Source: an optimization exercise on an open RTL-to-GDS flow (aim: a short achievable clock period and few clock cycles). Production flows keep margins and buffers that such runs may drop.
The RTL was checked by simulation tests, not by an equivalence proof against the original design.

==> build 94: inputs <==
Design blocking_sa_cache, start of the top module:
module blocking_sa_cache #(
  parameter int addr_width_p          = 32,
  parameter int data_width_p          = 32,
  parameter int block_size_in_words_p = 4,
  parameter int sets_p                = 4,
  parameter int ways_p                = 2
) (
  input  logic                                   clk,
  input  logic                                   reset,
  input  logic [2+addr_width_p+data_width_p-1:0] cache_pkt_i,
  input  logic                                   v_i,
  output logic                                   ready_o,
  output logic [data_width_p-1:0]                data_o,
  output logic                                   v_o,
  input  logic                                   yumi_i,
  output logic [addr_width_p:0]                  dma_pkt_o,
  output logic                                   dma_pkt_v_o,
  input  logic                                   dma_pkt_yumi_i,
  input  logic [data_width_p-1:0]                dma_data_i,
  input  logic                                   dma_data_v_i,
  output logic                                   dma_data_ready_o,
  output logic [data_width_p-1:0]                dma_data_o,
  output logic                                   dma_data_v_o,
  input  logic                                   dma_data_yumi_i,
  output logic                                   v_we_o
);
clock: 7.0 ns
lec_check: 0
abc_clock_period_in_ps: 3000
cap_margin: 40
core_margin: 2
core_utilization: 33
place_density_lb_addon: 0.1
setup_slack_margin: 4.1
slew_margin: 40
tns_end_percent: 100
run.sh (not shown) runs the stock make flow with config.mk's settings and CLKGATE_MAP_FILE= SYNTH_SCRIPT=/design/flow/synth_recipe.tcl, a recipe that flattens the netlist after the stock synthesis.
==> trial 7 (differences from build 94) <==
--- a/flow/design.v
+++ b/flow/design.v
@@ -47,16 +47,18 @@
   logic [sets_p-1:0][ways_p-1:0] valid_bits;
   logic [sets_p-1:0][ways_p-1:0] dirty_bits;
   logic [sets_p-1:0]             victim_cnt;
   logic [lines_p-1:0]            line_pend;             
   logic [id_w-1:0]               line_pid [lines_p];    
   logic [id_w-1:0]               id_ctr;
+  logic [lines_p-1:0]            line_act;              
   logic [data_width_p-1:0]       data_mem [lines_p * words_p];
   logic                          s_v, s_m0, s_m1;
   logic                          s_lx;             
-  logic [data_width_p-1:0]       s_rd;             
+  logic [data_width_p-1:0]       s_rd [ways_p];    
+  logic                          s_vic;            
   logic [lines_p*words_p-1:0]    s_we;             
   logic [1:0]                    s_op;
   logic [addr_width_p-1:0]       s_addr;
   logic [data_width_p-1:0]       s_data;
   logic                          ready_r;
   logic [qd_p-1:0]               q_v;
@@ -112,19 +114,18 @@
   logic [id_w-1:0]                   set_pid [ways_p];
   always_comb begin
     m0      = s_m0;
     m1      = s_m1;
     hit     = m0 || m1;
     hit_way = !m0;
-    vic_way = !valid_bits[s_idx][0] ? 1'b0 :
-              !valid_bits[s_idx][1] ? 1'b1 : victim_cnt[s_idx];
+    vic_way = s_vic;
     vic_wb  = valid_bits[s_idx][vic_way] && dirty_bits[s_idx][vic_way];
     for (int l = 0; l < lines_p; l++)
       for (int k = 0; k < words_p; k++)
         line_wait[l][k] = line_pend[l] &&
-          !((a_id == line_pid[l]) && (a_arrived[k] || (fill_wr && a_cnt == blk_w'(k))));
+          !(line_act[l] && (a_arrived[k] || (fill_wr && a_cnt == blk_w'(k))));
     for (int w = 0; w < ways_p; w++) begin
       set_wait[w] = line_wait[{s_idx, 1'(w)}][s_word];
       set_pid[w]  = line_pid[{s_idx, 1'(w)}];
     end
   end
   assign is_mem   = (s_op == OP_LW) || (s_op == OP_SW);
@@ -147,13 +148,13 @@
   logic [id_w-1:0]         new_id;
   logic [data_width_p-1:0] new_data;
   always_comb begin
     new_w    = is_mem && (!hit || (m0 ? set_wait[0] : set_wait[1]));
     new_x    = is_mem && !lx;
     new_id   = !hit ? id_ctr : (m0 ? set_pid[0] : set_pid[1]);
-    new_data = (lx && s_op == OP_LW) ? s_rd : s_data;
+    new_data = (lx && s_op == OP_LW) ? (m0 ? s_rd[0] : s_rd[1]) : s_data;
     for (int l = 0; l < lines_p; l++) begin
       busy_n[l] = line_pend[l] || (s_v && new_x && use_line == line_w'(l));
       for (int i = 0; i < qd_p; i++)
         if (q_v[i] && q_x[i] && q_line[i] == line_w'(l)) busy_n[l] = 1'b1;
     end
   end
@@ -167,35 +168,31 @@
                   : line_eq[in_idx][1] && !busy_n[{in_idx, 1'b1}];
     for (int k = 0; k < lines_p * words_p; k++)
       in_we[k] = (in_op == OP_SW) && in_wx &&
                  (in_idx == k[blk_w+way_w +: idx_w]) && (k[blk_w] == !in_m0) &&
                  (in_word == k[blk_w-1:0]);
   end
-  logic [data_width_p-1:0] in_rd_way [ways_p];
-  logic [data_width_p-1:0] in_rd;
-  logic                    in_fwd;
+  logic [data_width_p-1:0] in_rd [ways_p];
   always_comb begin
-    for (int w = 0; w < ways_p; w++) in_rd_way[w] = data_mem[{in_idx, 1'(w), in_word}];
-    in_fwd = 1'b0;
-    for (int k = 0; k < lines_p * words_p; k++)
-      if (s_we[k] && (in_idx == k[blk_w+way_w +: idx_w]) && (k[blk_w] == !in_m0) &&
-          (in_word == k[blk_w-1:0]))
-        in_fwd = 1'b1;
-    in_rd = (s_v && in_fwd) ? s_data : (in_m0 ? in_rd_way[0] : in_rd_way[1]);
+    for (int w = 0; w < ways_p; w++) begin
+      in_rd[w] = data_mem[{in_idx, 1'(w), in_word}];
+      for (int k = 0; k < lines_p * words_p; k++)
+        if (s_v && s_we[k] && (in_idx == k[blk_w+way_w +: idx_w]) && (k[blk_w] == 1'(w)) &&
+            (in_word == k[blk_w-1:0]))
+          in_rd[w] = s_data;
+    end
   end
   assign fill_wr   = (e_state == E_FILL_DATA) && dma_data_v_i;
   assign fill_last = fill_wr && (a_cnt == blk_w'(last_w));
-  logic fill_sw;    
-  assign fill_sw = q_v[0] && q_w[0] && (q_op[0] == OP_SW) && (a_id == q_id[0]) && (a_cnt == q_word[0]);
   logic head_ok, head_go, move;
   logic [qd_p-1:0] q_arr;    
   always_comb begin
     for (int i = 0; i < qd_p; i++)
       q_arr[i] = fill_wr && q_w[i] && (a_id == q_id[i]) && (a_cnt == q_word[i]);
   end
-  assign head_ok = !q_w[0] || q_arr[0];
+  assign head_ok = !q_w[0] || (q_arr[0] && q_op[0] != OP_SW);
   assign head_go = q_v[0] && q_x[0] && !q_w[0];           
   assign move    = q_v[0] && head_ok && (!o_v || yumi_i);  
   assign v_o     = o_v;
   assign data_o  = o_data;
   assign v_we_o  = o_vsw && yumi_i;
   assign ready_o = ready_r;
@@ -261,25 +258,31 @@
       ready_r <= (q_cnt_n + qc_w'(accept) < qc_w'(qd_p)) &&
                  (p_cnt_n + pc_w'(accept) < pc_w'(pd_p)) && !(accept && in_retag);
       q_cnt   <= q_cnt_n;
       p_cnt   <= p_cnt_n;
       if (start) hz_ok <= p_v[1] ? !hazard1[move] : (push && !hazard_new[move]);
       else       hz_ok <= p_v[0] ? !hazard0[move] : (push && !hazard_new[move]);
-      if (s_v) begin
-        if (s_op == OP_TAGST) begin
-          valid_bits[s_idx][s_way_tagst] <= s_data[0];
-          dirty_bits[s_idx][s_way_tagst] <= 1'b0;
-        end else if (is_mem && hit) begin
-          if (s_op == OP_SW) dirty_bits[s_idx][hit_way] <= 1'b1;
-        end else if (is_miss) begin
-          valid_bits[s_idx][vic_way] <= 1'b1;
-          dirty_bits[s_idx][vic_way] <= (s_op == OP_SW);
-          victim_cnt[s_idx]          <= ~victim_cnt[s_idx];
-          id_ctr                     <= id_ctr + id_w'(1);
+      for (int st = 0; st < sets_p; st++) begin
+        if (s_v && s_idx == idx_w'(st)) begin
+          for (int w = 0; w < ways_p; w++) begin
+            if (s_op == OP_TAGST) begin
+              if (s_way_tagst == 1'(w)) begin
+                valid_bits[st][w] <= s_data[0];
+                dirty_bits[st][w] <= 1'b0;
+              end
+            end else if (is_mem && hit) begin
+              if (s_op == OP_SW && hit_way == 1'(w)) dirty_bits[st][w] <= 1'b1;
+            end else if (is_mem && vic_way == 1'(w)) begin
+              valid_bits[st][w] <= 1'b1;
+              dirty_bits[st][w] <= (s_op == OP_SW);
+            end
+          end
+          if (is_miss) victim_cnt[st] <= ~victim_cnt[st];
         end
       end
+      if (is_miss) id_ctr <= id_ctr + id_w'(1);
       for (int i = 0; i < qd_p; i++)
         q_v[i] <= move ? ((s_v && q_at[i+1]) || ((i < qd_p - 1) && q_v[(i+1) % qd_p]))
                        : ((s_v && q_at[i]) || q_v[i]);
       if (move) begin
         o_v   <= 1'b1;
         o_vsw <= (q_op[0] == OP_SW);
@@ -329,27 +332,32 @@
       endcase
       if (start) begin
         e_state   <= E_PKT;
         pkt_v_r   <= 1'b1;
         a_arrived <= '0;
       end
-      if (fill_last && line_pid[a_line] == a_id) line_pend[a_line] <= 1'b0;
+      if (fill_last && line_act[a_line]) line_pend[a_line] <= 1'b0;
       if (is_miss) line_pend[use_line] <= 1'b1;
     end
   end
   always_ff @(posedge clk) begin
     if (accept) begin
       s_op   <= cache_pkt_i[pkt_w-1 -: 2];
       s_addr <= cache_pkt_i[data_width_p +: addr_width_p];
       s_data <= cache_pkt_i[data_width_p-1:0];
       s_m0   <= line_eq[in_idx][0];
       s_m1   <= line_eq[in_idx][1];
       s_we   <= in_we;
       s_lx   <= !in_op[1] && in_wx;
-      s_rd   <= in_rd;
+      for (int w = 0; w < ways_p; w++) s_rd[w] <= in_rd[w];
+      s_vic  <= !valid_bits[in_idx][0] ? 1'b0 :
+                !valid_bits[in_idx][1] ? 1'b1 : victim_cnt[in_idx];
     end
+    for (int l = 0; l < lines_p; l++)
+      line_act[l] <= ((is_miss && use_line == line_w'(l)) ? id_ctr : line_pid[l]) ==
+                     (start ? p_id[0] : a_id);
     if (s_v) begin
       if (s_op == OP_TAGST) tag_mem[s_idx][s_way_tagst] <= s_tag;
       else if (is_miss) begin
         tag_mem[s_idx][vic_way] <= s_tag;
         line_pid[use_line]      <= id_ctr;
       end
@@ -413,12 +421,12 @@
     end else if (e_state == E_WB_DATA && dma_data_yumi_i && a_cnt == blk_w'(last_w)) begin
       pkt_r  <= {1'b0, a_addr, {(blk_w+off_w){1'b0}}};
     end
     if (e_state == E_PKT && dma_pkt_yumi_i) wd_r <= data_mem[{a_line, blk_w'(0)}];
     else if (e_state == E_WB_DATA && dma_data_yumi_i)
       wd_r <= data_mem[{a_line, a_cnt + blk_w'(1)}];
-    if (fill_wr) data_mem[{a_line, a_cnt}] <= fill_sw ? q_data[0] : dma_data_i;
+    if (fill_wr) data_mem[{a_line, a_cnt}] <= dma_data_i;
     if (head_go && q_op[0] == OP_SW) data_mem[{q_line[0], q_word[0]}] <= q_data[0];
     for (int k = 0; k < lines_p * words_p; k++)
       if (s_v && s_we[k]) data_mem[k] <= s_data;
   end
 endmodule
Settings changed: CORE_UTILIZATION 33 to 30, SETUP_SLACK_MARGIN 4.1 to 4.2.
==> flow_summary.json <==
{
  "dieArea_um2": 453000,
  "multi_input_area_um2": 87300,
  "ys_seq_area_share_pct": 46.4,
  "status": "finished clean"
}
-- figures above: build 94

==> flow_summary.json <==
{
  "status": "finished clean",
  "dieArea_um2": 502000,
  "route.detailed.wl_per_inst_um": 41.8,
  "path_max_fanout": 1,
  "multi_input_area_um2": 79500
}
-- figures above: trial 7

Testbench counts of build 94, summed over its fixed seeds: cycles 15,886.
Testbench counts of trial 7, summed over its fixed seeds: cycles 15,912.

[separate check: timing with driven ports]
No port has a modelled driver above. Below, the same layouts with a new extraction and two added sets of constraints. Step 1, drivers: a clkbuf_16 drives clk and a buf_2 each remaining input, both assumed. Step 2 moves the port delays by t, midway between the first and last clock arrival at a register: inputs arrive t later, outputs are due t later. That takes back most of the time a late clock gives input paths. a / b / c = ideal ports / drivers / drivers and shift; a / b = the first two.
run | t (ns) | setup WS [ns] | hold WS [ns] | clock arrival spread, ns | worst slew at a driven data input, ns
build 94 | 1.089 | 3.550 / 3.317 / 2.229 | 0.446 / 0.446 / 0.446 | 0.056 / 0.057 | 0.54
trial 7 | 1.124 | 3.687 / 3.568 / 2.555 | 0.455 / 0.455 / 0.455 | 0.099 / 0.100 | 0.66
After both steps every run listed still meets setup and hold. For build 94, which loses most, drivers alone change the setup slack by -0.233 ns; drivers and shift together by -1.321 ns.
